Source: an optimization exercise on an open RTL-to-GDS flow (aim: small area and a short achievable clock period). Production flows keep margins and buffers that such runs may drop.
In this exercise RTL edits were held to simulation tests only and were not proved equivalent to the original.
No activity file was given, so power comes from the tool's default toggle rates.

--- design.v ---
`timescale 1ns/1ps
package synthPkg;
	localparam int NumVoices = 4;
	localparam int VoiceIdxW = 2;
	localparam int PhaseW = 32;
	localparam int SampleW = 16;
	localparam int AmpW = 16;
	localparam int AccW = SampleW + VoiceIdxW;
	localparam logic [1:0] WaveSaw      = 2'd0;
	localparam logic [1:0] WaveSquare   = 2'd1;
	localparam logic [1:0] WaveTriangle = 2'd2;
	localparam logic [1:0] WaveOff      = 2'd3;
endpackage
`timescale 1ns/1ps
module voiceRegs (
	input  logic                           MAX10_CLK2_50,
	input  logic                           arstN,
	input  logic                           cfgWe,
	input  logic                           cfgKind,
	input  logic [synthPkg::VoiceIdxW-1:0] cfgVoice,
	input  logic [31:0]                    cfgData,
	input  logic [synthPkg::NumVoices-1:0] rdSel,
	output logic [synthPkg::PhaseW-1:0]    rdIncr,
	output logic [1:0]                     rdWave,
	output logic [synthPkg::AmpW-1:0]      rdAmp
);
	logic [synthPkg::PhaseW-1:0] incrReg [synthPkg::NumVoices];
	logic [synthPkg::AmpW-1:0]   ampReg  [synthPkg::NumVoices];
	logic [1:0]                  waveReg [synthPkg::NumVoices];
	logic [synthPkg::NumVoices-1:0] incrValid;
	always_ff @(posedge MAX10_CLK2_50) begin
		if (cfgWe) begin
			if (!cfgKind) begin
				incrReg[cfgVoice] <= cfgData;
			end else begin
				ampReg[cfgVoice] <= cfgData[15:0];
			end
		end
	end
	always_ff @(posedge MAX10_CLK2_50 or negedge arstN) begin
		if (!arstN) begin
			incrValid <= '0;
			for (int v = 0; v < synthPkg::NumVoices; v++) begin
				waveReg[v] <= synthPkg::WaveOff;
			end
		end else if (cfgWe) begin
			if (!cfgKind) begin
				incrValid[cfgVoice] <= 1'b1;
			end else begin
				waveReg[cfgVoice] <= cfgData[17:16];
			end
		end
	end
	always_comb begin
		rdIncr = '0;
		rdWave = '0;
		rdAmp  = '0;
		for (int v = 0; v < synthPkg::NumVoices; v++) begin
			rdIncr = rdIncr | ({synthPkg::PhaseW{rdSel[v] & incrValid[v]}} & incrReg[v]);
			rdWave = rdWave | ({2{rdSel[v]}} & waveReg[v]);
			rdAmp  = rdAmp  | ({synthPkg::AmpW{rdSel[v]}} & ampReg[v]);
		end
	end
endmodule
`timescale 1ns/1ps
module voiceEngine (
	input  logic                                MAX10_CLK2_50,
	input  logic                                arstN,
	input  logic [7:0]                          tick,
	input  logic                                first,
	output logic [synthPkg::NumVoices-1:0]      rdSel,
	input  logic [synthPkg::PhaseW-1:0]         rdIncr,
	input  logic [1:0]                          rdWave,
	input  logic [synthPkg::AmpW-1:0]           rdAmp,
	output logic                                frameDone,
	output logic [synthPkg::SampleW-1:0]        mixed
);
	localparam int PW = synthPkg::PhaseW;
	localparam int SW = synthPkg::SampleW;
	localparam int AW = synthPkg::AccW;
	logic [3:0]           visit;
	logic                 start;
	logic                 frame0;
	logic [PW-1:0]        phase [synthPkg::NumVoices];
	logic [PW-1:0]        curPhase;
	logic [SW-2:0]        fold;
	logic [SW-1:0]        waveVal;
	logic [7:0]           boothNeg, boothOne, boothTwo;
	logic                 v1Valid, v1First, v1Last;
	logic                 v2Valid, v2First, v2Last;
	logic                 v3Last;
	logic [7:0]           r1Neg, r1One, r1Two;
	logic [SW-1:0]        r1Amp;
	logic [AW-1:0]        r2RowS;
	logic [AW-1:0]        r2RowC;
	logic                 r2Cin;
	logic [AW-1:0]        rowS;
	logic [AW-1:0]        rowC;
	logic                 rowCin;
	logic [AW-1:0]        acc;
	assign rdSel = visit;
	assign start = visit == 4'd0 && (first ? (tick <= 8'd40) : (tick == 8'd8));
	assign curPhase = frame0 ? '0 : phase[0];
	always_ff @(posedge MAX10_CLK2_50 or negedge arstN) begin
		if (!arstN) begin
			visit    <= '0;
			frame0   <= 1'b1;
			v1Valid  <= 1'b0;
			v1First  <= 1'b0;
			v1Last   <= 1'b0;
			v2Valid  <= 1'b0;
			v2First  <= 1'b0;
			v2Last   <= 1'b0;
			v3Last   <= 1'b0;
		end else begin
			visit <= {visit[2:0], start};
			if (visit[3]) begin
				frame0 <= 1'b0;
			end
			v1Valid <= |visit;
			v1First <= visit[0];
			v1Last  <= visit[3];
			v2Valid <= v1Valid;
			v2First <= v1First;
			v2Last  <= v1Last;
			v3Last  <= v2Last;
		end
	end
	assign frameDone = v3Last;
	always_ff @(posedge MAX10_CLK2_50) begin
		if (|visit) begin
			phase[0] <= phase[1];
			phase[1] <= phase[2];
			phase[2] <= phase[3];
			phase[3] <= curPhase + rdIncr;
		end
	end
	assign fold = curPhase[PW-1] ? ~curPhase[PW-2 -: SW-1] : curPhase[PW-2 -: SW-1];
	always_comb begin
		case (rdWave)
			synthPkg::WaveSaw:      waveVal = curPhase[PW-1 -: SW];
			synthPkg::WaveSquare:   waveVal = curPhase[PW-1] ? 16'h8000 : 16'h7fff;
			synthPkg::WaveTriangle: waveVal = {~fold[SW-2], fold[SW-3:0], 1'b0};
			default:                waveVal = '0;
		endcase
	end
	always_comb begin
		for (int i = 0; i < 8; i++) begin
			logic hi, mid, lo;
			hi  = waveVal[2*i+1];
			mid = waveVal[2*i];
			lo  = (i == 0) ? 1'b0 : waveVal[2*i-1];
			boothNeg[i] = hi;
			boothOne[i] = mid ^ lo;
			boothTwo[i] = (hi & ~mid & ~lo) | (~hi & mid & lo);
		end
	end
	always_ff @(posedge MAX10_CLK2_50) begin
		r1Neg  <= boothNeg;
		r1One  <= boothOne;
		r1Two  <= boothTwo;
		r1Amp  <= rdAmp;
		r2RowS <= rowS;
		r2RowC <= rowC;
		r2Cin  <= rowCin;
		if (v2Valid) begin
			acc <= (v2First ? '0 : acc) + r2RowS + r2RowC + AW'(r2Cin);
		end
	end
	mulRows mul0 (
		.neg  (r1Neg),
		.one  (r1One),
		.two  (r1Two),
		.a    (r1Amp),
		.rowS (rowS),
		.rowC (rowC),
		.cin  (rowCin)
	);
	always_comb begin
		if (acc[AW-1] && !(&acc[AW-2:SW-1])) begin
			mixed = 16'h8000;
		end else if (!acc[AW-1] && (|acc[AW-2:SW-1])) begin
			mixed = 16'h7fff;
		end else begin
			mixed = acc[SW-1:0];
		end
	end
endmodule
module mulRows (
	input  logic [7:0]  neg,
	input  logic [7:0]  one,
	input  logic [7:0]  two,
	input  logic [15:0] a,
	output logic [17:0] rowS,
	output logic [17:0] rowC,
	output logic        cin
);
	logic t0, t1, t2, t3, t4, t5, t6, t7, t8, t9, t10, t11, t12, t13, t14, t15, t16, t17, t18, t19, t20, t21, t22, t23, t24, t25, t26, t27, t28, t29, t30, t31, t32, t33, t34, t35, t36, t37, t38, t39, t40, t41, t42, t43, t44, t45, t46, t47, t48, t49, t50, t51, t52, t53, t54, t55, t56, t57, t58, t59, t60, t61, t62, t63, t64, t65, t66, t67, t68, t69, t70, t71, t72, t73, t74, t75, t76, t77, t78, t79, t80, t81, t82, t83, t84, t85, t86, t87, t88, t89, t90, t91, t92, t93, t94, t95, t96, t97, t98, t99, t100, t101, t102, t103, t104, t105, t106, t107, t108, t109, t110, t111, t112, t113, t114, t115, t116, t117, t118, t119, t120, t121, t122, t123, t124, t125, t126, t127, t128, t129, t130, t131, t132, t133, t134, t135, t136, t137, t138, t139, t140, t141, t142, t143, t144, t145, t146, t147, t148, t149, t150, t151, t152, t153, t154, t155, t156, t157, t158, t159, t160, t161, t162, t163, t164, t165, t166, t167, t168, t169, t170, t171, t172, t173, t174, t175, t176, t177, t178, t179, t180, t181, t182, t183, t184, t185, t186, t187, t188, t189, t190, t191, t192, t193, t194, t195, t196, t197, t198, t199, t200, t201, t202, t203, t204, t205, t206, t207, t208, t209, t210, t211, t212, t213, t214, t215, t216, t217, t218, t219, t220, t221, t222, t223, t224, t225, t226, t227, t228, t229, t230, t231, t232, t233, t234, t235, t236, t237, t238, t239, t240, t241, t242, t243, t244, t245, t246, t247, t248, t249, t250, t251, t252, t253, t254, t255, t256, t257, t258, t259, t260, t261, t262, t263, t264, t265, t266, t267, t268, t269, t270, t271, t272, t273, t274, t275, t276, t277, t278, t279, t280, t281, t282, t283, t284, t285, t286, t287, t288, t289, t290, t291, t292, t293, t294, t295, t296, t297, t298, t299, t300, t301, t302, t303, t304, t305, t306, t307, t308, t309, t310, t311, t312, t313, t314, t315, t316, t317, t318, t319, t320, t321, t322, t323, t324, t325, t326, t327, t328, t329, t330, t331, t332, t333, t334, t335, t336, t337, t338, t339, t340, t341, t342, t343, t344, t345, t346, t347, t348, t349, t350, t351, t352, t353, t354, t355, t356, t357, t358, t359, t360, t361, t362, t363, t364, t365, t366, t367, t368, t369, t370, t371, t372, t373, t374, t375, t376, t377, t378, t379, t380, t381;
	logic [15:0] lowS, lowC;
	logic [16:0] lowSum;
	assign t0 = ((one[0] & a[0])) ^ neg[0];
	assign t1 = ((one[0] & a[1]) | (two[0] & a[0])) ^ neg[0];
	assign t2 = ((one[0] & a[2]) | (two[0] & a[1])) ^ neg[0];
	assign t3 = ((one[0] & a[3]) | (two[0] & a[2])) ^ neg[0];
	assign t4 = ((one[0] & a[4]) | (two[0] & a[3])) ^ neg[0];
	assign t5 = ((one[0] & a[5]) | (two[0] & a[4])) ^ neg[0];
	assign t6 = ((one[0] & a[6]) | (two[0] & a[5])) ^ neg[0];
	assign t7 = ((one[0] & a[7]) | (two[0] & a[6])) ^ neg[0];
	assign t8 = ((one[0] & a[8]) | (two[0] & a[7])) ^ neg[0];
	assign t9 = ((one[0] & a[9]) | (two[0] & a[8])) ^ neg[0];
	assign t10 = ((one[0] & a[10]) | (two[0] & a[9])) ^ neg[0];
	assign t11 = ((one[0] & a[11]) | (two[0] & a[10])) ^ neg[0];
	assign t12 = ((one[0] & a[12]) | (two[0] & a[11])) ^ neg[0];
	assign t13 = ((one[0] & a[13]) | (two[0] & a[12])) ^ neg[0];
	assign t14 = ((one[0] & a[14]) | (two[0] & a[13])) ^ neg[0];
	assign t15 = ((one[0] & a[15]) | (two[0] & a[14])) ^ neg[0];
	assign t16 = ((two[0] & a[15])) ^ neg[0];
	assign t17 = ~neg[0];
	assign t18 = ((one[1] & a[0])) ^ neg[1];
	assign t19 = ((one[1] & a[1]) | (two[1] & a[0])) ^ neg[1];
	assign t20 = ((one[1] & a[2]) | (two[1] & a[1])) ^ neg[1];
	assign t21 = ((one[1] & a[3]) | (two[1] & a[2])) ^ neg[1];
	assign t22 = ((one[1] & a[4]) | (two[1] & a[3])) ^ neg[1];
	assign t23 = ((one[1] & a[5]) | (two[1] & a[4])) ^ neg[1];
	assign t24 = ((one[1] & a[6]) | (two[1] & a[5])) ^ neg[1];
	assign t25 = ((one[1] & a[7]) | (two[1] & a[6])) ^ neg[1];
	assign t26 = ((one[1] & a[8]) | (two[1] & a[7])) ^ neg[1];
	assign t27 = ((one[1] & a[9]) | (two[1] & a[8])) ^ neg[1];
	assign t28 = ((one[1] & a[10]) | (two[1] & a[9])) ^ neg[1];
	assign t29 = ((one[1] & a[11]) | (two[1] & a[10])) ^ neg[1];
	assign t30 = ((one[1] & a[12]) | (two[1] & a[11])) ^ neg[1];
	assign t31 = ((one[1] & a[13]) | (two[1] & a[12])) ^ neg[1];
	assign t32 = ((one[1] & a[14]) | (two[1] & a[13])) ^ neg[1];
	assign t33 = ((one[1] & a[15]) | (two[1] & a[14])) ^ neg[1];
	assign t34 = ((two[1] & a[15])) ^ neg[1];
	assign t35 = ~neg[1];
	assign t36 = ((one[2] & a[0])) ^ neg[2];
	assign t37 = ((one[2] & a[1]) | (two[2] & a[0])) ^ neg[2];
	assign t38 = ((one[2] & a[2]) | (two[2] & a[1])) ^ neg[2];
	assign t39 = ((one[2] & a[3]) | (two[2] & a[2])) ^ neg[2];
	assign t40 = ((one[2] & a[4]) | (two[2] & a[3])) ^ neg[2];
	assign t41 = ((one[2] & a[5]) | (two[2] & a[4])) ^ neg[2];
	assign t42 = ((one[2] & a[6]) | (two[2] & a[5])) ^ neg[2];
	assign t43 = ((one[2] & a[7]) | (two[2] & a[6])) ^ neg[2];
	assign t44 = ((one[2] & a[8]) | (two[2] & a[7])) ^ neg[2];
	assign t45 = ((one[2] & a[9]) | (two[2] & a[8])) ^ neg[2];
	assign t46 = ((one[2] & a[10]) | (two[2] & a[9])) ^ neg[2];
	assign t47 = ((one[2] & a[11]) | (two[2] & a[10])) ^ neg[2];
	assign t48 = ((one[2] & a[12]) | (two[2] & a[11])) ^ neg[2];
	assign t49 = ((one[2] & a[13]) | (two[2] & a[12])) ^ neg[2];
	assign t50 = ((one[2] & a[14]) | (two[2] & a[13])) ^ neg[2];
	assign t51 = ((one[2] & a[15]) | (two[2] & a[14])) ^ neg[2];
	assign t52 = ((two[2] & a[15])) ^ neg[2];
	assign t53 = ~neg[2];
	assign t54 = ((one[3] & a[0])) ^ neg[3];
	assign t55 = ((one[3] & a[1]) | (two[3] & a[0])) ^ neg[3];
	assign t56 = ((one[3] & a[2]) | (two[3] & a[1])) ^ neg[3];
	assign t57 = ((one[3] & a[3]) | (two[3] & a[2])) ^ neg[3];
	assign t58 = ((one[3] & a[4]) | (two[3] & a[3])) ^ neg[3];
	assign t59 = ((one[3] & a[5]) | (two[3] & a[4])) ^ neg[3];
	assign t60 = ((one[3] & a[6]) | (two[3] & a[5])) ^ neg[3];
	assign t61 = ((one[3] & a[7]) | (two[3] & a[6])) ^ neg[3];
	assign t62 = ((one[3] & a[8]) | (two[3] & a[7])) ^ neg[3];
	assign t63 = ((one[3] & a[9]) | (two[3] & a[8])) ^ neg[3];
	assign t64 = ((one[3] & a[10]) | (two[3] & a[9])) ^ neg[3];
	assign t65 = ((one[3] & a[11]) | (two[3] & a[10])) ^ neg[3];
	assign t66 = ((one[3] & a[12]) | (two[3] & a[11])) ^ neg[3];
	assign t67 = ((one[3] & a[13]) | (two[3] & a[12])) ^ neg[3];
	assign t68 = ((one[3] & a[14]) | (two[3] & a[13])) ^ neg[3];
	assign t69 = ((one[3] & a[15]) | (two[3] & a[14])) ^ neg[3];
	assign t70 = ((two[3] & a[15])) ^ neg[3];
	assign t71 = ~neg[3];
	assign t72 = ((one[4] & a[0])) ^ neg[4];
	assign t73 = ((one[4] & a[1]) | (two[4] & a[0])) ^ neg[4];
	assign t74 = ((one[4] & a[2]) | (two[4] & a[1])) ^ neg[4];
	assign t75 = ((one[4] & a[3]) | (two[4] & a[2])) ^ neg[4];
	assign t76 = ((one[4] & a[4]) | (two[4] & a[3])) ^ neg[4];
	assign t77 = ((one[4] & a[5]) | (two[4] & a[4])) ^ neg[4];
	assign t78 = ((one[4] & a[6]) | (two[4] & a[5])) ^ neg[4];
	assign t79 = ((one[4] & a[7]) | (two[4] & a[6])) ^ neg[4];
	assign t80 = ((one[4] & a[8]) | (two[4] & a[7])) ^ neg[4];
	assign t81 = ((one[4] & a[9]) | (two[4] & a[8])) ^ neg[4];
	assign t82 = ((one[4] & a[10]) | (two[4] & a[9])) ^ neg[4];
	assign t83 = ((one[4] & a[11]) | (two[4] & a[10])) ^ neg[4];
	assign t84 = ((one[4] & a[12]) | (two[4] & a[11])) ^ neg[4];
	assign t85 = ((one[4] & a[13]) | (two[4] & a[12])) ^ neg[4];
	assign t86 = ((one[4] & a[14]) | (two[4] & a[13])) ^ neg[4];
	assign t87 = ((one[4] & a[15]) | (two[4] & a[14])) ^ neg[4];
	assign t88 = ((two[4] & a[15])) ^ neg[4];
	assign t89 = ~neg[4];
	assign t90 = ((one[5] & a[0])) ^ neg[5];
	assign t91 = ((one[5] & a[1]) | (two[5] & a[0])) ^ neg[5];
	assign t92 = ((one[5] & a[2]) | (two[5] & a[1])) ^ neg[5];
	assign t93 = ((one[5] & a[3]) | (two[5] & a[2])) ^ neg[5];
	assign t94 = ((one[5] & a[4]) | (two[5] & a[3])) ^ neg[5];
	assign t95 = ((one[5] & a[5]) | (two[5] & a[4])) ^ neg[5];
	assign t96 = ((one[5] & a[6]) | (two[5] & a[5])) ^ neg[5];
	assign t97 = ((one[5] & a[7]) | (two[5] & a[6])) ^ neg[5];
	assign t98 = ((one[5] & a[8]) | (two[5] & a[7])) ^ neg[5];
	assign t99 = ((one[5] & a[9]) | (two[5] & a[8])) ^ neg[5];
	assign t100 = ((one[5] & a[10]) | (two[5] & a[9])) ^ neg[5];
	assign t101 = ((one[5] & a[11]) | (two[5] & a[10])) ^ neg[5];
	assign t102 = ((one[5] & a[12]) | (two[5] & a[11])) ^ neg[5];
	assign t103 = ((one[5] & a[13]) | (two[5] & a[12])) ^ neg[5];
	assign t104 = ((one[5] & a[14]) | (two[5] & a[13])) ^ neg[5];
	assign t105 = ((one[5] & a[15]) | (two[5] & a[14])) ^ neg[5];
	assign t106 = ((two[5] & a[15])) ^ neg[5];
	assign t107 = ~neg[5];
	assign t108 = ((one[6] & a[0])) ^ neg[6];
	assign t109 = ((one[6] & a[1]) | (two[6] & a[0])) ^ neg[6];
	assign t110 = ((one[6] & a[2]) | (two[6] & a[1])) ^ neg[6];
	assign t111 = ((one[6] & a[3]) | (two[6] & a[2])) ^ neg[6];
	assign t112 = ((one[6] & a[4]) | (two[6] & a[3])) ^ neg[6];
	assign t113 = ((one[6] & a[5]) | (two[6] & a[4])) ^ neg[6];
	assign t114 = ((one[6] & a[6]) | (two[6] & a[5])) ^ neg[6];
	assign t115 = ((one[6] & a[7]) | (two[6] & a[6])) ^ neg[6];
	assign t116 = ((one[6] & a[8]) | (two[6] & a[7])) ^ neg[6];
	assign t117 = ((one[6] & a[9]) | (two[6] & a[8])) ^ neg[6];
	assign t118 = ((one[6] & a[10]) | (two[6] & a[9])) ^ neg[6];
	assign t119 = ((one[6] & a[11]) | (two[6] & a[10])) ^ neg[6];
	assign t120 = ((one[6] & a[12]) | (two[6] & a[11])) ^ neg[6];
	assign t121 = ((one[6] & a[13]) | (two[6] & a[12])) ^ neg[6];
	assign t122 = ((one[6] & a[14]) | (two[6] & a[13])) ^ neg[6];
	assign t123 = ((one[6] & a[15]) | (two[6] & a[14])) ^ neg[6];
	assign t124 = ((two[6] & a[15])) ^ neg[6];
	assign t125 = ~neg[6];
	assign t126 = ((one[7] & a[0])) ^ neg[7];
	assign t127 = ((one[7] & a[1]) | (two[7] & a[0])) ^ neg[7];
	assign t128 = ((one[7] & a[2]) | (two[7] & a[1])) ^ neg[7];
	assign t129 = ((one[7] & a[3]) | (two[7] & a[2])) ^ neg[7];
	assign t130 = ((one[7] & a[4]) | (two[7] & a[3])) ^ neg[7];
	assign t131 = ((one[7] & a[5]) | (two[7] & a[4])) ^ neg[7];
	assign t132 = ((one[7] & a[6]) | (two[7] & a[5])) ^ neg[7];
	assign t133 = ((one[7] & a[7]) | (two[7] & a[6])) ^ neg[7];
	assign t134 = ((one[7] & a[8]) | (two[7] & a[7])) ^ neg[7];
	assign t135 = ((one[7] & a[9]) | (two[7] & a[8])) ^ neg[7];
	assign t136 = ((one[7] & a[10]) | (two[7] & a[9])) ^ neg[7];
	assign t137 = ((one[7] & a[11]) | (two[7] & a[10])) ^ neg[7];
	assign t138 = ((one[7] & a[12]) | (two[7] & a[11])) ^ neg[7];
	assign t139 = ((one[7] & a[13]) | (two[7] & a[12])) ^ neg[7];
	assign t140 = ((one[7] & a[14]) | (two[7] & a[13])) ^ neg[7];
	assign t141 = ((one[7] & a[15]) | (two[7] & a[14])) ^ neg[7];
	assign t142 = ((two[7] & a[15])) ^ neg[7];
	assign t143 = ~neg[7];
	assign t144 = neg[5] ^ t10;
	assign t145 = neg[5] & t10;
	assign t146 = t11 ^ t27;
	assign t147 = t11 & t27;
	assign t148 = neg[6] ^ t108 ^ t12;
	assign t149 = (neg[6] & t108) | (neg[6] & t12) | (t108 & t12);
	assign t150 = t28 ^ t44;
	assign t151 = t28 & t44;
	assign t152 = t109 ^ t13 ^ t29;
	assign t153 = (t109 & t13) | (t109 & t29) | (t13 & t29);
	assign t154 = t45 ^ t61;
	assign t155 = t45 & t61;
	assign t156 = neg[7] ^ t110 ^ t126;
	assign t157 = (neg[7] & t110) | (neg[7] & t126) | (t110 & t126);
	assign t158 = t14 ^ t30 ^ t46;
	assign t159 = (t14 & t30) | (t14 & t46) | (t30 & t46);
	assign t160 = t62 ^ t78;
	assign t161 = t62 & t78;
	assign t162 = t111 ^ t127 ^ t15;
	assign t163 = (t111 & t127) | (t111 & t15) | (t127 & t15);
	assign t164 = t31 ^ t47 ^ t63;
	assign t165 = (t31 & t47) | (t31 & t63) | (t47 & t63);
	assign t166 = t79 ^ t95;
	assign t167 = t79 & t95;
	assign t168 = t112 ^ t128 ^ t16;
	assign t169 = (t112 & t128) | (t112 & t16) | (t128 & t16);
	assign t170 = t32 ^ t48 ^ t64;
	assign t171 = (t32 & t48) | (t32 & t64) | (t48 & t64);
	assign t172 = t80 ^ t96;
	assign t173 = t80 & t96;
	assign t174 = 1'b1 ^ t17 ^ t113;
	assign t175 = (1'b1 & t17) | (1'b1 & t113) | (t17 & t113);
	assign t176 = t129 ^ t33 ^ t49;
	assign t177 = (t129 & t33) | (t129 & t49) | (t33 & t49);
	assign t178 = t65 ^ t81 ^ t97;
	assign t179 = (t65 & t81) | (t65 & t97) | (t81 & t97);
	assign t180 = 1'b1 ^ t114 ^ t130;
	assign t181 = (1'b1 & t114) | (1'b1 & t130) | (t114 & t130);
	assign t182 = t34 ^ t50 ^ t66;
	assign t183 = (t34 & t50) | (t34 & t66) | (t50 & t66);
	assign t184 = t82 ^ t98;
	assign t185 = t82 & t98;
	assign t186 = t35 ^ t115 ^ t131;
	assign t187 = (t35 & t115) | (t35 & t131) | (t115 & t131);
	assign t188 = t51 ^ t67 ^ t83;
	assign t189 = (t51 & t67) | (t51 & t83) | (t67 & t83);
	assign t190 = 1'b1 ^ t100 ^ t116;
	assign t191 = (1'b1 & t100) | (1'b1 & t116) | (t100 & t116);
	assign t192 = t132 ^ t52;
	assign t193 = t132 & t52;
	assign t194 = t53 ^ t101 ^ t117;
	assign t195 = (t53 & t101) | (t53 & t117) | (t101 & t117);
	assign t196 = 1'b1 ^ t102;
	assign t197 = 1'b1 & t102;
	assign t198 = neg[3] ^ t22;
	assign t199 = neg[3] & t22;
	assign t200 = t23 ^ t39;
	assign t201 = t23 & t39;
	assign t202 = neg[4] ^ t24 ^ t40;
	assign t203 = (neg[4] & t24) | (neg[4] & t40) | (t24 & t40);
	assign t204 = t56 ^ t72;
	assign t205 = t56 & t72;
	assign t206 = t25 ^ t41 ^ t57;
	assign t207 = (t25 & t41) | (t25 & t57) | (t41 & t57);
	assign t208 = t73 ^ t9;
	assign t209 = t73 & t9;
	assign t210 = t26 ^ t42 ^ t58;
	assign t211 = (t26 & t42) | (t26 & t58) | (t42 & t58);
	assign t212 = t74 ^ t90 ^ t144;
	assign t213 = (t74 & t90) | (t74 & t144) | (t90 & t144);
	assign t214 = t43 ^ t59 ^ t75;
	assign t215 = (t43 & t59) | (t43 & t75) | (t59 & t75);
	assign t216 = t91 ^ t146 ^ t145;
	assign t217 = (t91 & t146) | (t91 & t145) | (t146 & t145);
	assign t218 = t60 ^ t76 ^ t92;
	assign t219 = (t60 & t76) | (t60 & t92) | (t76 & t92);
	assign t220 = t150 ^ t147 ^ t148;
	assign t221 = (t150 & t147) | (t150 & t148) | (t147 & t148);
	assign t222 = t77 ^ t93 ^ t154;
	assign t223 = (t77 & t93) | (t77 & t154) | (t93 & t154);
	assign t224 = t149 ^ t151 ^ t152;
	assign t225 = (t149 & t151) | (t149 & t152) | (t151 & t152);
	assign t226 = t94 ^ t160 ^ t153;
	assign t227 = (t94 & t160) | (t94 & t153) | (t160 & t153);
	assign t228 = t155 ^ t156 ^ t158;
	assign t229 = (t155 & t156) | (t155 & t158) | (t156 & t158);
	assign t230 = t166 ^ t157 ^ t159;
	assign t231 = (t166 & t157) | (t166 & t159) | (t157 & t159);
	assign t232 = t161 ^ t162 ^ t164;
	assign t233 = (t161 & t162) | (t161 & t164) | (t162 & t164);
	assign t234 = t172 ^ t163 ^ t165;
	assign t235 = (t172 & t163) | (t172 & t165) | (t163 & t165);
	assign t236 = t167 ^ t168 ^ t170;
	assign t237 = (t167 & t168) | (t167 & t170) | (t168 & t170);
	assign t238 = t169 ^ t171 ^ t173;
	assign t239 = (t169 & t171) | (t169 & t173) | (t171 & t173);
	assign t240 = t174 ^ t176 ^ t178;
	assign t241 = (t174 & t176) | (t174 & t178) | (t176 & t178);
	assign t242 = t184 ^ t175 ^ t177;
	assign t243 = (t184 & t175) | (t184 & t177) | (t175 & t177);
	assign t244 = t179 ^ t180 ^ t182;
	assign t245 = (t179 & t180) | (t179 & t182) | (t180 & t182);
	assign t246 = t99 ^ t181 ^ t183;
	assign t247 = (t99 & t181) | (t99 & t183) | (t181 & t183);
	assign t248 = t185 ^ t186 ^ t188;
	assign t249 = (t185 & t186) | (t185 & t188) | (t186 & t188);
	assign t250 = t68 ^ t84 ^ t192;
	assign t251 = (t68 & t84) | (t68 & t192) | (t84 & t192);
	assign t252 = t187 ^ t189 ^ t190;
	assign t253 = (t187 & t189) | (t187 & t190) | (t189 & t190);
	assign t254 = t133 ^ t69 ^ t85;
	assign t255 = (t133 & t69) | (t133 & t85) | (t69 & t85);
	assign t256 = t191 ^ t193 ^ t194;
	assign t257 = (t191 & t193) | (t191 & t194) | (t193 & t194);
	assign t258 = t118 ^ t134 ^ t70;
	assign t259 = (t118 & t134) | (t118 & t70) | (t134 & t70);
	assign t260 = t86 ^ t196 ^ t195;
	assign t261 = (t86 & t196) | (t86 & t195) | (t196 & t195);
	assign t262 = t71 ^ t103 ^ t119;
	assign t263 = (t71 & t103) | (t71 & t119) | (t103 & t119);
	assign t264 = t135 ^ t87 ^ t197;
	assign t265 = (t135 & t87) | (t135 & t197) | (t87 & t197);
	assign t266 = 1'b1 ^ t104 ^ t120;
	assign t267 = (1'b1 & t104) | (1'b1 & t120) | (t104 & t120);
	assign t268 = t136 ^ t88;
	assign t269 = t136 & t88;
	assign t270 = t89 ^ t105 ^ t121;
	assign t271 = (t89 & t105) | (t89 & t121) | (t105 & t121);
	assign t272 = 1'b1 ^ t106;
	assign t273 = 1'b1 & t106;
	assign t274 = neg[2] ^ t20;
	assign t275 = neg[2] & t20;
	assign t276 = t21 ^ t37;
	assign t277 = t21 & t37;
	assign t278 = t38 ^ t54 ^ t6;
	assign t279 = (t38 & t54) | (t38 & t6) | (t54 & t6);
	assign t280 = t55 ^ t7 ^ t200;
	assign t281 = (t55 & t7) | (t55 & t200) | (t7 & t200);
	assign t282 = t8 ^ t204 ^ t201;
	assign t283 = (t8 & t204) | (t8 & t201) | (t204 & t201);
	assign t284 = t208 ^ t203 ^ t205;
	assign t285 = (t208 & t203) | (t208 & t205) | (t203 & t205);
	assign t286 = t207 ^ t209 ^ t210;
	assign t287 = (t207 & t209) | (t207 & t210) | (t209 & t210);
	assign t288 = t211 ^ t214 ^ t213;
	assign t289 = (t211 & t214) | (t211 & t213) | (t214 & t213);
	assign t290 = t215 ^ t218 ^ t217;
	assign t291 = (t215 & t218) | (t215 & t217) | (t218 & t217);
	assign t292 = t219 ^ t222 ^ t221;
	assign t293 = (t219 & t222) | (t219 & t221) | (t222 & t221);
	assign t294 = t223 ^ t225 ^ t226;
	assign t295 = (t223 & t225) | (t223 & t226) | (t225 & t226);
	assign t296 = t227 ^ t229 ^ t230;
	assign t297 = (t227 & t229) | (t227 & t230) | (t229 & t230);
	assign t298 = t231 ^ t233 ^ t234;
	assign t299 = (t231 & t233) | (t231 & t234) | (t233 & t234);
	assign t300 = t235 ^ t237 ^ t238;
	assign t301 = (t235 & t237) | (t235 & t238) | (t237 & t238);
	assign t302 = t239 ^ t241 ^ t242;
	assign t303 = (t239 & t241) | (t239 & t242) | (t241 & t242);
	assign t304 = t243 ^ t245 ^ t246;
	assign t305 = (t243 & t245) | (t243 & t246) | (t245 & t246);
	assign t306 = t250 ^ t247 ^ t249;
	assign t307 = (t250 & t247) | (t250 & t249) | (t247 & t249);
	assign t308 = t254 ^ t251 ^ t253;
	assign t309 = (t254 & t251) | (t254 & t253) | (t251 & t253);
	assign t310 = t255 ^ t258 ^ t257;
	assign t311 = (t255 & t258) | (t255 & t257) | (t258 & t257);
	assign t312 = t259 ^ t262 ^ t261;
	assign t313 = (t259 & t262) | (t259 & t261) | (t262 & t261);
	assign t314 = t268 ^ t263 ^ t266;
	assign t315 = (t268 & t263) | (t268 & t266) | (t263 & t266);
	assign t316 = t137 ^ t267 ^ t269;
	assign t317 = (t137 & t267) | (t137 & t269) | (t267 & t269);
	assign t318 = t122 ^ t138 ^ t272;
	assign t319 = (t122 & t138) | (t122 & t272) | (t138 & t272);
	assign t320 = t107 ^ t123 ^ t139;
	assign t321 = (t107 & t123) | (t107 & t139) | (t123 & t139);
	assign t322 = 1'b1 ^ t124;
	assign t323 = 1'b1 & t124;
	assign t324 = neg[1] ^ t18;
	assign t325 = neg[1] & t18;
	assign t326 = t19 ^ t3;
	assign t327 = t19 & t3;
	assign t328 = t36 ^ t4 ^ t274;
	assign t329 = (t36 & t4) | (t36 & t274) | (t4 & t274);
	assign t330 = t5 ^ t276 ^ t275;
	assign t331 = (t5 & t276) | (t5 & t275) | (t276 & t275);
	assign t332 = t198 ^ t277 ^ t278;
	assign t333 = (t198 & t277) | (t198 & t278) | (t277 & t278);
	assign t334 = t199 ^ t279 ^ t280;
	assign t335 = (t199 & t279) | (t199 & t280) | (t279 & t280);
	assign t336 = t202 ^ t281 ^ t282;
	assign t337 = (t202 & t281) | (t202 & t282) | (t281 & t282);
	assign t338 = t206 ^ t283 ^ t284;
	assign t339 = (t206 & t283) | (t206 & t284) | (t283 & t284);
	assign t340 = t212 ^ t285 ^ t286;
	assign t341 = (t212 & t285) | (t212 & t286) | (t285 & t286);
	assign t342 = t287 ^ t216 ^ t288;
	assign t343 = (t287 & t216) | (t287 & t288) | (t216 & t288);
	assign t344 = t220 ^ t289 ^ t290;
	assign t345 = (t220 & t289) | (t220 & t290) | (t289 & t290);
	assign t346 = t224 ^ t291 ^ t292;
	assign t347 = (t224 & t291) | (t224 & t292) | (t291 & t292);
	assign t348 = t228 ^ t293 ^ t294;
	assign t349 = (t228 & t293) | (t228 & t294) | (t293 & t294);
	assign t350 = t232 ^ t295 ^ t296;
	assign t351 = (t232 & t295) | (t232 & t296) | (t295 & t296);
	assign t352 = t236 ^ t297 ^ t298;
	assign t353 = (t236 & t297) | (t236 & t298) | (t297 & t298);
	assign t354 = t240 ^ t299 ^ t300;
	assign t355 = (t240 & t299) | (t240 & t300) | (t299 & t300);
	assign t356 = t244 ^ t301 ^ t302;
	assign t357 = (t244 & t301) | (t244 & t302) | (t301 & t302);
	assign t358 = t248 ^ t303 ^ t304;
	assign t359 = (t248 & t303) | (t248 & t304) | (t303 & t304);
	assign t360 = t252 ^ t305 ^ t306;
	assign t361 = (t252 & t305) | (t252 & t306) | (t305 & t306);
	assign t362 = t256 ^ t307 ^ t308;
	assign t363 = (t256 & t307) | (t256 & t308) | (t307 & t308);
	assign t364 = t260 ^ t309 ^ t310;
	assign t365 = (t260 & t309) | (t260 & t310) | (t309 & t310);
	assign t366 = t264 ^ t311 ^ t312;
	assign t367 = (t264 & t311) | (t264 & t312) | (t311 & t312);
	assign t368 = t265 ^ t314 ^ t313;
	assign t369 = (t265 & t314) | (t265 & t313) | (t314 & t313);
	assign t370 = t270 ^ t315 ^ t316;
	assign t371 = (t270 & t315) | (t270 & t316) | (t315 & t316);
	assign t372 = t271 ^ t318 ^ t317;
	assign t373 = (t271 & t318) | (t271 & t317) | (t318 & t317);
	assign t374 = t273 ^ t320 ^ t319;
	assign t375 = (t273 & t320) | (t273 & t319) | (t320 & t319);
	assign t376 = t140 ^ t322 ^ t321;
	assign t377 = (t140 & t322) | (t140 & t321) | (t322 & t321);
	assign t378 = t125 ^ t141 ^ t323;
	assign t379 = (t125 & t141) | (t125 & t323) | (t141 & t323);
	assign t380 = 1'b1 ^ t142;
	assign t381 = 1'b1 & t142;
	assign lowS = {t349, t347, t345, t343, t341, t339, t337, t335, t333, t331, t329, t327, t325, t324, t1, neg[0]};
	assign lowC = {t350, t348, t346, t344, t342, t340, t338, t336, t334, t332, t330, t328, t326, t2, 1'b0, t0};
	assign rowS = {1'b1, 1'b1, t381, t379, t377, t375, t373, t371, t369, t367, t365, t363, t361, t359, t357, t355, t353, t351};
	assign rowC = {1'b0, 1'b0, t143, t380, t378, t376, t374, t372, t370, t368, t366, t364, t362, t360, t358, t356, t354, t352};
	assign lowSum = {1'b0, lowS} + {1'b0, lowC};
	assign cin = lowSum[16];
endmodule
`timescale 1ns/1ps
module sampleFifo (
	input  logic                         MAX10_CLK2_50,
	input  logic [7:0]                   tick,
	input  logic                         first,
	input  logic                         frameDone,
	input  logic [synthPkg::SampleW-1:0] newSample,
	output logic [synthPkg::SampleW-1:0] curWord
);
	localparam int Depth = 8;
	logic [synthPkg::SampleW-1:0] word [Depth];
	logic loadHead;
	logic shift;
	assign loadHead = first ? (tick == 8'd7) : (tick == 8'd0);
	assign shift = first ? (frameDone && tick > 8'd7 && tick < 8'd47) : (tick == 8'd0);
	always_ff @(posedge MAX10_CLK2_50) begin
		if (loadHead) begin
			word[0] <= first ? newSample : word[1];
		end
		if (shift) begin
			for (int i = 1; i < Depth - 1; i++) begin
				word[i] <= word[i + 1];
			end
			word[Depth - 1] <= newSample;
		end
	end
	assign curWord = word[0];
endmodule
`timescale 1ns/1ps
module i2sTransmitter (
	input  logic                         MAX10_CLK2_50,
	input  logic                         arstN,
	output logic [7:0]                   tick,
	output logic                         first,
	input  logic [synthPkg::SampleW-1:0] curWord,
	input  logic                         newMsb,
	output logic                         i2sSclk,
	output logic                         i2sLrclk,
	output logic                         i2sData
);
	logic fall;
	logic [3:0] bitSel;
	assign i2sSclk = tick[2];
	assign fall = tick[2:0] == 3'd7;
	assign bitSel = ~tick[6:3];
	always_ff @(posedge MAX10_CLK2_50 or negedge arstN) begin
		if (!arstN) begin
			tick     <= '0;
			first    <= 1'b1;
			i2sLrclk <= 1'b0;
			i2sData  <= 1'b0;
		end else begin
			tick <= tick + 1'b1;
			if (tick == 8'd255) begin
				first <= 1'b0;
			end
			if (tick == 8'd135) begin
				i2sLrclk <= 1'b1;
			end else if (tick == 8'd7) begin
				i2sLrclk <= 1'b0;
			end
			if (fall) begin
				i2sData <= (first && tick == 8'd7) ? newMsb : curWord[bitSel];
			end
		end
	end
endmodule
`timescale 1ns/1ps
module fpgaSynth #(
	parameter int FifoDepth = 8,
	parameter int SclkDiv   = 4
) (
	input  logic        MAX10_CLK2_50,
	input  logic        arstN,
	input  logic        cfgWe,
	input  logic        cfgKind,
	input  logic [1:0]  cfgVoice,
	input  logic [31:0] cfgData,
	output logic        i2sSclk,
	output logic        i2sLrclk,
	output logic        i2sData
);
	logic [7:0]                     tick;
	logic                           first;
	logic [synthPkg::NumVoices-1:0] rdSel;
	logic [synthPkg::PhaseW-1:0]    rdIncr;
	logic [1:0]                     rdWave;
	logic [synthPkg::AmpW-1:0]      rdAmp;
	logic                           frameDone;
	logic [synthPkg::SampleW-1:0]   mixed;
	logic [synthPkg::SampleW-1:0]   curWord;
	voiceRegs regs0 (
		.MAX10_CLK2_50 (MAX10_CLK2_50),
		.arstN         (arstN),
		.cfgWe         (cfgWe),
		.cfgKind       (cfgKind),
		.cfgVoice      (cfgVoice),
		.cfgData       (cfgData),
		.rdSel         (rdSel),
		.rdIncr        (rdIncr),
		.rdWave        (rdWave),
		.rdAmp         (rdAmp)
	);
	voiceEngine engine0 (
		.MAX10_CLK2_50 (MAX10_CLK2_50),
		.arstN         (arstN),
		.tick          (tick),
		.first         (first),
		.rdSel         (rdSel),
		.rdIncr        (rdIncr),
		.rdWave        (rdWave),
		.rdAmp         (rdAmp),
		.frameDone     (frameDone),
		.mixed         (mixed)
	);
	sampleFifo fifo0 (
		.MAX10_CLK2_50 (MAX10_CLK2_50),
		.tick          (tick),
		.first         (first),
		.frameDone     (frameDone),
		.newSample     (mixed),
		.curWord       (curWord)
	);
	i2sTransmitter i2sTx0 (
		.MAX10_CLK2_50 (MAX10_CLK2_50),
		.arstN         (arstN),
		.tick          (tick),
		.first         (first),
		.curWord       (curWord),
		.newMsb        (mixed[synthPkg::SampleW-1]),
		.i2sSclk       (i2sSclk),
		.i2sLrclk      (i2sLrclk),
		.i2sData       (i2sData)
	);
endmodule
--- run.sh ---
#!/bin/bash
# synth_recipe.tcl (not shown) runs the flow's synth.tcl, then flattens the netlist and writes it again
# the make line also repeats each setting of config.mk as NAME=value (left out here)
make -C /OpenROAD-flow-scripts/flow DESIGN_CONFIG=/design/flow/config.mk WORK_HOME=/design/flow/orfs CLKGATE_MAP_FILE= SYNTH_SCRIPT=/design/flow/synth_recipe.tcl finish
--- config.mk ---
export PLATFORM = sky130hd
export DESIGN_NAME = fpgaSynth
export DESIGN_NICKNAME = fpgaSynth
export VERILOG_FILES = /design/flow/design.v
export SDC_FILE = /design/flow/constraint.sdc
export NUM_CORES = 4
export LEC_CHECK = 0
export CAP_MARGIN = 20
export CORE_MARGIN = 2
export CORE_UTILIZATION = 40
export SLEW_MARGIN = 20
--- constraint.sdc ---
create_clock -name core_clock -period 11.0 [get_ports {MAX10_CLK2_50}]
set_input_delay 2.2000 -clock core_clock [delete_from_list [all_inputs] [get_ports {MAX10_CLK2_50}]]
set_output_delay 2.2000 -clock core_clock [all_outputs]
set_load 0.01 [all_outputs]
==> results_dict.tcl, run 1 <==
set metrics [dict create \
    synth_xor_area_share_pct 6.148 \
    endpoint_kind "register" \
    ctsLongestPathBuffers 3 \
    post_drt_wl_per_cell_um 19.18 \
    critPathKind "register to register" \
    cts_tree "built" \
    synth_top_family_by_area "adder cells" \
    first_pass_iters 5 \
    die_area_um2 70480 \
    netlist_instances 2022 \
    final_area_um2 30380 \
    period_share_pct 38.70 \
    status "finished clean" \
    ys_warn_count 7 \
    drt_first_iter_violations 1391 \
    worst_pin_slew_ns 0.9480 \
    min_path_cells 0 \
    setup_tns_ns 0 \
    slew_viol_final 0 \
    p_leak_nw 10.80 \
    crit_required_ns 11.36 \
    fillCellCount 5880 \
    avgSynthCellArea_um2 13.53 \
    netlist.top_cell.by_area "edfxtp_1" \
    rows 95 \
    async_reset_ff_share_pct 5.769 \
    grt_setup_unrepaired "false" \
    routed_via_density 5.315 \
    synth.area.mux_share_pct 1.459 \
    routed_wirelength_um 56320 \
    hold_class "register to register" \
    nets 2247 \
    cts.repair.resized 0 \
    ctsHoldBuffers 0 \
    utilization_pct 45.07 \
    grt_pass1_vias 15580 \
    ant_nets 0 \
    ys_ff_latch 572 \
    peakVddDrop_mv 0.1215 \
    synth_top_area_share_pct 51.16 \
    period_needed_ns 4.257 \
    cts.sinks 572 \
    pin_count 41 \
    grt_pass1_wl_um 88510 \
    synthAdderAreaFrac_pct 11.84 \
    synth_ff_type "edfxtp_1" \
    grt_overflow_total 0 \
    synth-simple-area-share_pct 5.750 \
    clock_latency_ns 0.62 \
    route.detailed.drc 0 \
    crit_arrival_ns 4.62 \
    path_max_fanout 32 \
    dpl_cell_area_um2 28520 \
    synth.area.top_cells "edfxtp_1 (51%), fa_1 (7.9%), a22oi_1 (5.9%)" \
    synth_cell_types 73 \
    design.core.area_um2 67400 \
    reg2reg_depth 13 \
    ctsHtreeMaxLevel 2 \
    power_density_nw_per_um2 140.7 \
    drive_gt1_share_pct 9.020 \
    ctsRootBufferMaster "clkbuf_16" \
    cts_buffers 58 \
    place_congestion 0.8612 \
    fin_skew_ns 0.04483 \
    syn_area_um2 27350 \
    grt_max_degree 88 \
    drv_cap 0 \
    hpwl_um 38260 \
    synth-compound-area-share_pct 11.54 \
    report.final.hold_viol_count 0 \
    area_growth_syn_to_layout_pct 11.06 \
    max_freq_mhz 234.9 \
    synth_fp_nets 2254 \
    synth_edf_count 466 \
    ys_seq_area_share_pct 59.57 \
    post_cts_buffers 0 \
    num_vias 15600 \
    grt_usage_pct 16.05 \
    clk_pin_slew_ns 0.06 \
    portBuffers 40 \
    die_width_um 265.5 \
    start_util_pct 40.58 \
    antenna_found_initial 1 \
    start_kind "register" \
    slew_headroom_pct 36.71 \
    register_area_um2 16290 \
    die_h_um 265.5 \
    multi_input_area_um2 10080 \
    setup_violations 0 \
]
critical path, stage by stage, from the launching register on:
cell	delay [ns]
dfrtp_1	0.85
and2_1	0.22
buf_4	0.35
a22oi_1	0.12
nand2_1	0.14
ha_1	0.27
a211oi_2	0.25
o21bai_1	0.18
o41ai_2	0.53
nand3_2	0.16
a221oi_4	0.42
a21o_2	0.24
o21ai_1	0.09
xor2_1	0.15
logic make-up after synthesis:
group | Yosys count
compound gates | 438
simple gates | 334
xor+xnor | 192
flops | 572
fa+ha+maj | 194
mux | 31
buf+inv | 261
cell type report:
class / count / share of cell area [%]
Tap cell: 873 / 3.596
Inverter: 128 / 1.582
Timing Repair Buffer: 66 / 2.010
Clock buffer: 71 / 5.005
Clock inverter: 36 / 0.9721
Antenna cell: 1 / 0.008238
Sequential cell: 572 / 53.64
Multi-Input combinational cell: 1189 / 33.19
stage by stage:
stage	hold WS (ns)	instances	setup slack, ns	total power (W)
floorplan	0.3312	2022	1.444	0.002423
global placement	0.3326	2827	6.747	0.002457
detailed placement	0.3402	2827	6.672	0.002460
CTS	0.3538	2934	6.751	0.004326
global route	0.3615	2935	6.471	0.004416
finish	0.3537	2936	6.743	0.004274
worst paths after layout:
check                            startpoint                   end  slack, ns
max in group asynchronous             arstN      engine0.visit[2]       8.74
hold / removal              engine0.v1Valid       engine0.v2Valid       0.35
min in group asynchronous             arstN        i2sTx0.tick[3]       1.70
setup / recovery           engine0.visit[1]  engine0.phase[3][29]       6.74
setup reg to reg           engine0.visit[1]  engine0.phase[3][29]       6.74
hold reg to reg             engine0.v1Valid       engine0.v2Valid       0.35
report_power, final:
| part | switching [W] | internal (W) |
|---|---|---|
| Sequential | 0.00000997 | 0.00236 |
| Combinational | 0.0000294 | 0.0000165 |
| Clock | 0.000808 | 0.00105 |
synth_stat cells (all sizes together), types with 23 or more instances:
| cell | n |
|---|---|
| nor2b | 58 |
| ha | 86 |
| a22oi | 215 |
| inv | 128 |
| a21oi | 81 |
| o21ai | 43 |
| edfxtp | 466 |
| xor2 | 85 |
| nand2 | 124 |
| clkbuf | 117 |
| fa | 108 |
| dfrtp | 23 |
| nor2 | 74 |
| dfxtp | 73 |
| xnor2 | 107 |
cell usage in the layout, fill, tap and decap left out, types with 25 or more instances in the layout:
cell	synthesis	routed
nor2b_1	58	58
nand2_1	124	124
buf_4	3	25
inv_1	125	125
fa_1	108	108
dfxtp_1	73	73
o21ai_0	39	39
xor2_1	85	85
a22oi_1	214	214
xnor2_1	107	107
nor2_1	74	70
ha_1	86	86
edfxtp_1	466	466
a21oi_1	80	80
clkdlybuf4s50_1	0	39
clkbuf_16	0	58
sequential cells by signal, indices dropped and copies added (netlist names), 16 cells and up:
register / cells
regs0.ampReg: 64
engine0.acc: 18
fifo0.word: 128
engine0.r1Amp: 16
engine0.r2RowC: 16
engine0.phase: 128
engine0.r2RowS: 16
regs0.incrReg: 128
layer usage:
layer	share of wire [%]	vias up	GRT usage, %
met2	45	443	24.37
met1	48	7763	23.75
met3	4.9	90	2.324
li1	-	7308	-
met5	0	-	0
met4	2.4	0	5.100
==> run 2, diff against run 1 <==
--- a/design.v
+++ b/design.v
@@ -84,4 +84,5 @@
 	logic [PW-1:0]        phase [synthPkg::NumVoices];
 	logic [PW-1:0]        curPhase;
+	logic                 phase3Carry;
 	logic [SW-2:0]        fold;
 	logic [SW-1:0]        waveVal;
@@ -94,8 +95,9 @@
 	logic [AW-1:0]        r2RowS;
 	logic [AW-1:0]        r2RowC;
-	logic                 r2Cin;
+	logic                 r2CLow, r2GHi, r2PHi;
 	logic [AW-1:0]        rowS;
 	logic [AW-1:0]        rowC;
-	logic                 rowCin;
+	logic                 rowCLow, rowGHi, rowPHi;
+	logic                 r2Cin;
 	logic [AW-1:0]        acc;
 	assign rdSel = visit;
@@ -132,6 +134,7 @@
 			phase[0] <= phase[1];
 			phase[1] <= phase[2];
-			phase[2] <= phase[3];
-			phase[3] <= curPhase + rdIncr;
+			phase[2] <= {phase[3][PW-1:PW/2] + (PW/2)'(phase3Carry), phase[3][PW/2-1:0]};
+			{phase3Carry, phase[3][PW/2-1:0]} <= {1'b0, curPhase[PW/2-1:0]} + {1'b0, rdIncr[PW/2-1:0]};
+			phase[3][PW-1:PW/2] <= curPhase[PW-1:PW/2] + rdIncr[PW-1:PW/2];
 		end
 	end
@@ -163,9 +166,12 @@
 		r2RowS <= rowS;
 		r2RowC <= rowC;
-		r2Cin  <= rowCin;
+		r2CLow <= rowCLow;
+		r2GHi  <= rowGHi;
+		r2PHi  <= rowPHi;
 		if (v2Valid) begin
 			acc <= (v2First ? '0 : acc) + r2RowS + r2RowC + AW'(r2Cin);
 		end
 	end
+	assign r2Cin = r2GHi | (r2PHi & r2CLow);
 	mulRows mul0 (
 		.neg  (r1Neg),
@@ -175,5 +181,7 @@
 		.rowS (rowS),
 		.rowC (rowC),
-		.cin  (rowCin)
+		.cLow (rowCLow),
+		.gHi  (rowGHi),
+		.pHi  (rowPHi)
 	);
 	always_comb begin
@@ -194,9 +202,12 @@
 	output logic [17:0] rowS,
 	output logic [17:0] rowC,
-	output logic        cin
+	output logic        cLow,
+	output logic        gHi,
+	output logic        pHi
 );
 	logic t0, t1, t2, t3, t4, t5, t6, t7, t8, t9, t10, t11, t12, t13, t14, t15, t16, t17, t18, t19, t20, t21, t22, t23, t24, t25, t26, t27, t28, t29, t30, t31, t32, t33, t34, t35, t36, t37, t38, t39, t40, t41, t42, t43, t44, t45, t46, t47, t48, t49, t50, t51, t52, t53, t54, t55, t56, t57, t58, t59, t60, t61, t62, t63, t64, t65, t66, t67, t68, t69, t70, t71, t72, t73, t74, t75, t76, t77, t78, t79, t80, t81, t82, t83, t84, t85, t86, t87, t88, t89, t90, t91, t92, t93, t94, t95, t96, t97, t98, t99, t100, t101, t102, t103, t104, t105, t106, t107, t108, t109, t110, t111, t112, t113, t114, t115, t116, t117, t118, t119, t120, t121, t122, t123, t124, t125, t126, t127, t128, t129, t130, t131, t132, t133, t134, t135, t136, t137, t138, t139, t140, t141, t142, t143, t144, t145, t146, t147, t148, t149, t150, t151, t152, t153, t154, t155, t156, t157, t158, t159, t160, t161, t162, t163, t164, t165, t166, t167, t168, t169, t170, t171, t172, t173, t174, t175, t176, t177, t178, t179, t180, t181, t182, t183, t184, t185, t186, t187, t188, t189, t190, t191, t192, t193, t194, t195, t196, t197, t198, t199, t200, t201, t202, t203, t204, t205, t206, t207, t208, t209, t210, t211, t212, t213, t214, t215, t216, t217, t218, t219, t220, t221, t222, t223, t224, t225, t226, t227, t228, t229, t230, t231, t232, t233, t234, t235, t236, t237, t238, t239, t240, t241, t242, t243, t244, t245, t246, t247, t248, t249, t250, t251, t252, t253, t254, t255, t256, t257, t258, t259, t260, t261, t262, t263, t264, t265, t266, t267, t268, t269, t270, t271, t272, t273, t274, t275, t276, t277, t278, t279, t280, t281, t282, t283, t284, t285, t286, t287, t288, t289, t290, t291, t292, t293, t294, t295, t296, t297, t298, t299, t300, t301, t302, t303, t304, t305, t306, t307, t308, t309, t310, t311, t312, t313, t314, t315, t316, t317, t318, t319, t320, t321, t322, t323, t324, t325, t326, t327, t328, t329, t330, t331, t332, t333, t334, t335, t336, t337, t338, t339, t340, t341, t342, t343, t344, t345, t346, t347, t348, t349, t350, t351, t352, t353, t354, t355, t356, t357, t358, t359, t360, t361, t362, t363, t364, t365, t366, t367, t368, t369, t370, t371, t372, t373, t374, t375, t376, t377, t378, t379, t380, t381;
 	logic [15:0] lowS, lowC;
-	logic [16:0] lowSum;
+	logic [12:0] lowSum;
+	logic [4:0] hiSum;
 	assign t0 = ((one[0] & a[0])) ^ neg[0];
 	assign t1 = ((one[0] & a[1]) | (two[0] & a[0])) ^ neg[0];
@@ -585,6 +596,9 @@
 	assign rowS = {1'b1, 1'b1, t381, t379, t377, t375, t373, t371, t369, t367, t365, t363, t361, t359, t357, t355, t353, t351};
 	assign rowC = {1'b0, 1'b0, t143, t380, t378, t376, t374, t372, t370, t368, t366, t364, t362, t360, t358, t356, t354, t352};
-	assign lowSum = {1'b0, lowS} + {1'b0, lowC};
-	assign cin = lowSum[16];
+	assign lowSum = {1'b0, lowS[11:0]} + {1'b0, lowC[11:0]};
+	assign cLow = lowSum[12];
+	assign hiSum = {1'b0, lowS[15:12]} + {1'b0, lowC[15:12]};
+	assign gHi = hiSum[4];
+	assign pHi = &(lowS[15:12] ^ lowC[15:12]);
 endmodule
 `timescale 1ns/1ps
==> flow/run.sh (new file) <==
#!/bin/bash
set -euo pipefail
MARGIN=$(cat flow/setup_margin.txt)
bash standard.sh "SETUP_SLACK_MARGIN=${MARGIN}" finish > run_standard.log 2>&1
==> flow/setup_margin.txt (new file) <==
7.5
==> standard.sh (new file) <==
#!/bin/bash
# synth_recipe.tcl (not shown) runs the flow's synth.tcl, then flattens the netlist and writes it again
# the make line also repeats each setting of config.mk as NAME=value (left out here)
make -C /OpenROAD-flow-scripts/flow DESIGN_CONFIG=/design/flow/config.mk WORK_HOME=/design/flow/orfs CLKGATE_MAP_FILE= SYNTH_SCRIPT=/design/flow/synth_recipe.tcl "${@:-finish}"
removed: run.sh
==> run 2 against run 1 <==
  * Largest cell class unchanged
  * Worst hold slack improved by 0.016 ns
  * Critical path depth fell by 2
  * Final area rose by 3.5%
  * Highest routed layer unchanged
  * Still clean on timing, DRC and antenna
==> results_dict.tcl, run 2 <==
set metrics [dict create \
    critPathKind "register to register" \
    final_area_um2 31430 \
    avgSynthCellArea_um2 13.40 \
    nets 2319 \
    place_ws_ns 6.594 \
    netSwitchingFraction_pct 20.27 \
    synth-simple-area-share_pct 6.313 \
    synth.area.mux_share_pct 1.996 \
    num_vias 15990 \
    hold_class "register to register" \
    area_growth_syn_to_layout_pct 13.67 \
    min_path_cells 0 \
    synth-compound-area-share_pct 10.16 \
    power_density_nw_per_um2 143.5 \
    endpoint_kind "register" \
    synth_top_family_by_area "adder cells" \
    synthAdderAreaFrac_pct 11.87 \
    drv_cap 0 \
    cts_tree "built" \
    yosysMostFrequentCell "edfxtp_1" \
    mostFrequentLayoutCells "edfxtp_1 (467), a22oi_1 (209), xnor2_1 (137), inv_1 (134), nand2_1 (118)" \
    slew_headroom_pct 32.52 \
    pin_count 41 \
    clk_pin_slew_ns 0.06 \
    ys_ff_latch 575 \
    synth_commonest_cells "edfxtp_1 (467), a22oi_1 (215), xnor2_1 (137)" \
    antenna_cells 0 \
    crit_required_ns 11.49 \
    max_freq_mhz 288.0 \
    cts_buffers 60 \
    p_leak_nw 11.20 \
    synth_edf_count 467 \
    syn_area_um2 27650 \
    crit_top_cell "fa_1" \
    crit_arrival_ns 3.96 \
    slew_viol_final 0 \
    report.final.hold_viol_count 0 \
    grt_setup_unrepaired "true" \
    period_needed_ns 3.472 \
    synth.area.top_cells "edfxtp_1 (51%), fa_1 (7.9%), a22oi_1 (5.8%)" \
    clkPwrFrac_pct 46.2 \
    design.core.area_um2 68470 \
    ctsRootBufferMaster "clkbuf_16" \
    synth_xor_area_share_pct 6.684 \
    switchingPower_w 0.0009142 \
    die_h_um 266.9 \
    grt_max_degree 68 \
    rows 96 \
    netlist_instances 2063 \
    async_reset_ff_share_pct 5.739 \
    cts.sinks 575 \
    routed_wirelength_um 56580 \
    utilization_pct 45.90 \
    drive_gt1_share_pct 12.45 \
    route.detailed.drc 0 \
    place_inst 2876 \
    path_cells "inv_2, xnor2_1, fa_1, fa_1, inv_1, fa_1, fa_1, ha_1, nor2b_1, o21ai_0, nand2b_1" \
    die_area_um2 71240 \
    ant_nets 0 \
    worst_pin_slew_ns 1.008 \
    first_pass_iters 6 \
    setup_tns_ns 0 \
    start_kind "register" \
    routed_via_density 5.298 \
    drt_first_iter_violations 1120 \
    fin_skew_ns 0.08108 \
    dpl_cell_area_um2 28840 \
    synth_ff_type "edfxtp_1" \
    slowest_stage "fa_1" \
    final.setup.worst_slack_ns 7.528 \
    grt_overflow_total 0 \
    clock_latency_ns 0.67 \
    hpwl_um 37210 \
    grt_usage_pct 15.96 \
    die_width_um 266.9 \
    ctsHtreeMaxLevel 2 \
    place_congestion 0.8264 \
    grt_pass1_wl_um 89180 \
    ys_seq_area_share_pct 59.18 \
    mostFrequentLayoutCell "edfxtp_1" \
    netlist.top_cell.by_area "edfxtp_1" \
    ctsLongestPathBuffers 3 \
    reg2reg_depth 11 \
    ctsHoldBuffers 0 \
    post_drt_wl_per_cell_um 18.75 \
    antenna_found_initial 0 \
    status "finished clean" \
    period_share_pct 31.56 \
    fillCellCount 6058 \
    reg_top3 "engine0.phase x128, fifo0.word x128, regs0.incrReg x128" \
    combPwrFrac_pct 1.2 \
    ys_warn_count 7 \
    peakVddDrop_mv 0.1273 \
    synth_fp_nets 2298 \
    cpPeakStageDelay_ns 0.50 \
    portBuffers 40 \
    synth_cell_types 66 \
    internal_power_w 0.003597 \
    layout.cells.non_filler 3018 \
    pwr-share-seq_pct 52.6 \
    synth_top_area_share_pct 50.72 \
    start_util_pct 40.38 \
    setup_violations 0 \
    path_max_fanout 10 \
    grt_pass1_vias 15950 \
]
-- run 2: critical path, delay by kind of cell, from the launching register on --
kind | cells | cell delay [ns]
fa+ha+maj | 5 | 2.14
flops | 1 | 0.44
buf+inv | 2 | 0.20
simple gates | 2 | 0.20
xor+xnor | 1 | 0.17
compound gates | 1 | 0.14
-- run 2: final cells by class --
class | instances | area [um^2] | area share, %
clock buffers | 74 | 1574 | 5.008
clock inverters | 40 | 485.5 | 1.545
inverters | 139 | 529.3 | 1.684
multi-input cells | 1225 | 10450 | 33.26
flip-flops and latches | 575 | 16470 | 52.42
well taps | 882 | 1104 | 3.511
repair buffers | 83 | 808.3 | 2.572
-- run 2: power groups by stage --
| stage | combinational, W | clock, W | sequential [W] |
|---|---|---|---|
| after floorplan | 0.0000138 | 0 | 0.00242 |
| after global placement | 0.0000465 | 0 | 0.00242 |
| after detailed placement | 0.0000485 | 0 | 0.00242 |
| after CTS | 0.0000520 | 0.00214 | 0.00238 |
| after global routing | 0.0000563 | 0.00223 | 0.00237 |
| final | 0.0000523 | 0.00209 | 0.00237 |
-- run 2: path summary, 6_finish.rpt --
| kind | start | end | slack [ns] |
|---|---|---|---|
| worst max-delay path | engine0.r1Neg[1] | engine0.r2GHi | 7.53 |
| worst min-delay path | engine0.v1Valid | engine0.v2Valid | 0.37 |
| worst max register to register | engine0.r1Neg[1] | engine0.r2GHi | 7.53 |
| worst min register to register | engine0.v1Valid | engine0.v2Valid | 0.37 |
| max in group asynchronous | arstN | i2sTx0.tick[2] | 8.67 |
| min in group asynchronous | arstN | i2sTx0.tick[6] | 1.69 |
-- run 2: stage by stage --
stage / power, W / hold WS, ns
CTS: 0.004571 / 0.3690
detailed placement: 0.002473 / 0.3379
global placement: 0.002469 / 0.3317
finish: 0.004511 / 0.3695
global route: 0.004660 / 0.3680
floorplan: 0.002435 / 0.3312
-- run 2: cell families after synthesis --
group / Yosys count
simple gates: 368
xor+xnor: 211
flops: 575
buf+inv: 266
compound gates: 401
fa+ha+maj: 197
mux: 45
-- run 2: timing repair --
action                     in CTS  in global routing
hold endpoints to repair        0                  0
buffers inserted                5                 20
gates resized for setup        54                 58
gates cloned                    3                  0
pin swaps                       6                 11
setup endpoints to repair     155                 76
-- run 2: layer usage --
metal  global-route usage, %  share of wire (%)  vias up
li1                        -                  -     7464
met1                   22.33                 44     8010
met2                   25.37                 48      410
met3                   2.666                5.4      105
met4                   5.132                2.6        0
met5                       0                  0        -
==> run 3, diff against run 2 <==
--- a/config.mk
+++ b/config.mk
@@ -9,3 +9,5 @@
 export CORE_MARGIN = 2
 export CORE_UTILIZATION = 40
+export CTS_CLUSTER_DIAMETER = 100
+export CTS_CLUSTER_SIZE = 28
 export SLEW_MARGIN = 20
==> run 3 against run 2 <==
  * Worst hold slack lost 0.0049 ns
  * Worst setup slack lost 0.012 ns
  * Non-clock buffer count grew 15
  * Global-route usage shrank 0.47 points
  * Sequential power is essentially flat
  * Final area shrank 3.4%
==> results_dict.tcl, run 3 <==
set metrics [dict create \
    status "finished clean" \
    place_congestion 0.8264 \
    reg_top3 "engine0.phase x128, fifo0.word x128, regs0.incrReg x128" \
    peakVddDrop_mv 0.1667 \
    endpoint_kind "register" \
    grt_setup_unrepaired "true" \
    ys_warn_count 7 \
    clock_latency_ns 0.63 \
    min_from "engine0.v1Valid" \
    yosysMostFrequentCell "edfxtp_1" \
    async_reset_ff_share_pct 5.739 \
    cpPeakStageDelay_ns 0.50 \
    synth.area.top_cells "edfxtp_1 (51%), fa_1 (7.9%), a22oi_1 (5.8%)" \
    synth_top_area_share_pct 50.72 \
    setup_violations 0 \
    r2r_start "engine0.r1Neg[1]" \
    die_width_um 266.9 \
    max_freq_mhz 287.1 \
    report.final.hold_viol_count 0 \
    hpwl_um 37210 \
    grt_overflow_total 0 \
    mostFrequentLayoutCell "edfxtp_1" \
    synth_commonest_cells "edfxtp_1 (467), a22oi_1 (215), xnor2_1 (137)" \
    routed_wirelength_um 55520 \
    synth_fp_nets 2298 \
    mostFrequentLayoutCells "edfxtp_1 (467), a22oi_1 (209), xnor2_1 (137), inv_1 (134), nand2_1 (118)" \
    utilization_pct 44.33 \
    cpLargestDelayFamily "adder cells" \
    hold-path-endpoint "engine0.v2Valid" \
    drv_cap 0 \
    fin_skew_ns 0.05578 \
    hold_class "register to register" \
    ant_nets 0 \
    p_leak_nw 10.70 \
    nets 2300 \
    antenna_found_initial 0 \
    slew_viol_final 0 \
    routed_via_density 5.272 \
    design.core.area_um2 68470 \
    dpl_cell_area_um2 28840 \
    grt_max_degree 68 \
    die_h_um 266.9 \
    start_kind "register" \
    min_path_cells 0 \
    crit_top_cell "fa_1" \
    reg2reg_depth 11 \
    netlist.top_cell.by_area "edfxtp_1" \
    period_share_pct 31.67 \
    fin_hold_ws_ns 0.3646 \
    grt_pass1_wl_um 87260 \
    antenna_cells 0 \
    ctsRootBufferMaster "clkbuf_16" \
    crit_arrival_ns 3.96 \
    synth_edf_count 467 \
    ys_seq_area_share_pct 59.18 \
    path_max_fanout 10 \
    post_drt_wl_per_cell_um 18.71 \
    pin_count 41 \
    route.detailed.drc 0 \
    grt_pass1_vias 15510 \
    die_area_um2 71240 \
    synth_ff_type "edfxtp_1" \
    avgSynthCellArea_um2 13.40 \
    critPathKind "register to register" \
    crit_required_ns 11.48 \
    area_growth_syn_to_layout_pct 9.766 \
    clk_pin_slew_ns 0.10 \
    setup_tns_ns 0 \
    netlist_instances 2063 \
    cts.sinks 575 \
    ff2ff_setup_slack_ns 7.52 \
    portBuffers 40 \
    first_pass_iters 5 \
    rows 96 \
    ctsLongestPathBuffers 3 \
    power_density_nw_per_um2 117.9 \
    period_needed_ns 3.484 \
    slew_headroom_pct 32.10 \
    worst_r2r_endpoint "engine0.r2GHi" \
    drt_first_iter_violations 1312 \
    ctsHtreeMaxLevel 1 \
    syn_area_um2 27650 \
    drive_gt1_share_pct 10.41 \
    worst_pin_slew_ns 1.015 \
    path_cells "inv_2, xnor2_1, fa_1, fa_1, inv_1, fa_1, fa_1, ha_1, nor2b_1, o21ai_0, nand2b_1" \
    cts_buffers 26 \
    start_util_pct 40.38 \
    crit_buf_inv 2 \
    grt_usage_pct 15.49 \
    final_area_um2 30350 \
    ys_ff_latch 575 \
    num_vias 15640 \
    cts_tree "built" \
    slowest_stage "fa_1" \
    synth_cell_types 66 \
]
-- run 3: changes by cell type in the layout (fill, tap and decap cells not counted), sizes merged --
| cell | change |
|---|---|
| clkbuf | -33 |
| clkinv | -21 |
| buf | +13 |
| bufinv | -7 |
| clkinvlp | -5 |
| clkdlybuf4s15 | +2 |
-- run 3: per-layer routing --
metal	vias to the layer above	global-route usage, %	wire (um)	part of all wire, %
li1	7385	-	-	-
met1	7858	22.10	25270	46
met2	333	24.94	26520	48
met3	67	2.140	2475	4.5
met4	0	3.963	1255	2.3
met5	-	0	0	0
-- run 3: logic make-up (layout without fill, tap and decap cells) --
logic type               after synthesis  after routing  share of synthesized area, %
AO/OA/AOI/OAI                        401            401                         10.16
XOR/XNOR                             211            211                         6.684
adder cells (fa/ha/maj)              197            197                         11.87
buffers and inverters                266            285                         3.788
flip-flops                           575            575                         59.18
multiplexers                          45             45                         1.996
AND/OR/NAND/NOR                      368            371                         6.313
-- run 3: power by group --
group	internal [W]	leakage (nW)	switching, W	total [W]
Sequential	0.00236	5.25	0.00000974	0.00237
Clock	0.000478	0.400	0.000678	0.00116
Combinational	0.0000202	5.05	0.0000330	0.0000532
Total	0.00286	10.7	0.000721	0.00358
-- run 3: worst max path at each step --
stage	start	to	slack [ns]	depth (start not counted)
3_5_place_dp	cfgVoice[1]	regs0.waveReg[1][1]	6.59	4
3_3_place_gp	cfgVoice[1]	regs0.waveReg[1][1]	6.66	4
5_1_grt	engine0.r1Two[5]	engine0.r2GHi	7.35	12
4_1_cts	engine0.r1Amp[1]	engine0.r2GHi	7.34	11
2_1_floorplan	i2sTx0.tick[1]	fifo0.word[1][0]	6.57	5
6_report	engine0.r1Neg[1]	engine0.r2GHi	7.52	11
-- run 3: timing repair --
item	CTS	global route
gates resized for setup	56	55
pin swaps	5	9
hold buffers	0	0
gates cloned	3	0
endpoints found under the hold margin	0	0
endpoints found under the setup margin	156	41
buffers inserted	6	34
-- run 3: cell type report --
cell class / instances / area, um^2
Sequential cell: 575 / 16480
Inverter: 139 / 529.3
Multi-Input combinational cell: 1225 / 10450
Clock buffer: 41 / 706.9
Tap cell: 882 / 1104
Fill cell: 6170 / 38120
Clock inverter: 7 / 133.9
Timing Repair Buffer: 98 / 950.9
-- run 3: stage by stage --
stage	worst slack (ns)	instances	total power [W]
final	7.516	2967	0.003578
after global routing	7.347	2967	0.003703
after CTS	7.335	2933	0.003629
after detailed placement	6.594	2876	0.002473
after global placement	6.661	2876	0.002469
after floorplan	6.566	2063	0.002435
-- run 3: worst register-to-register path: cells and delay by family (launching register included) --
family / cells / cell delay (ns)
adders and majority gates: 5 / 2.14
AOI/OAI and AO/OA: 1 / 0.15
DFF: 1 / 0.46
buffers and inverters: 2 / 0.21
and+or+nand+nor: 2 / 0.20
xor gates and xnor gates: 1 / 0.18

-- what the ideal ports hide --
No port has a modelled driver above. Below, the same layouts with a new extraction and two added sets of constraints. Step 1 (the two cells are an assumption about what drives the block):
set clk [get_ports {MAX10_CLK2_50}]
set_driving_cell -lib_cell sky130_fd_sc_hd__clkbuf_16 $clk
set_driving_cell -lib_cell sky130_fd_sc_hd__buf_2 [delete_from_list [all_inputs] $clk]
Step 2, shift: input delay + t, output delay - t, t = (earliest + latest rising clock arrival at the registers) / 2. This alone moves slack from input paths to output paths. Three values: no drivers, after step 1, after step 2; two values: the first two.
run	shift t [ns]	setup WS [ns]	worst slew at a driven data input, ns	pins driven straight from the clock port
run 1	0.655	6.743 / 6.743 / 6.694	0.08	1
run 2	0.685	7.528 / 7.528 / 6.907	0.06	1
run 3	0.665	7.516 / 7.516 / 6.895	0.05	1
After both steps setup and hold are still met in every run listed.
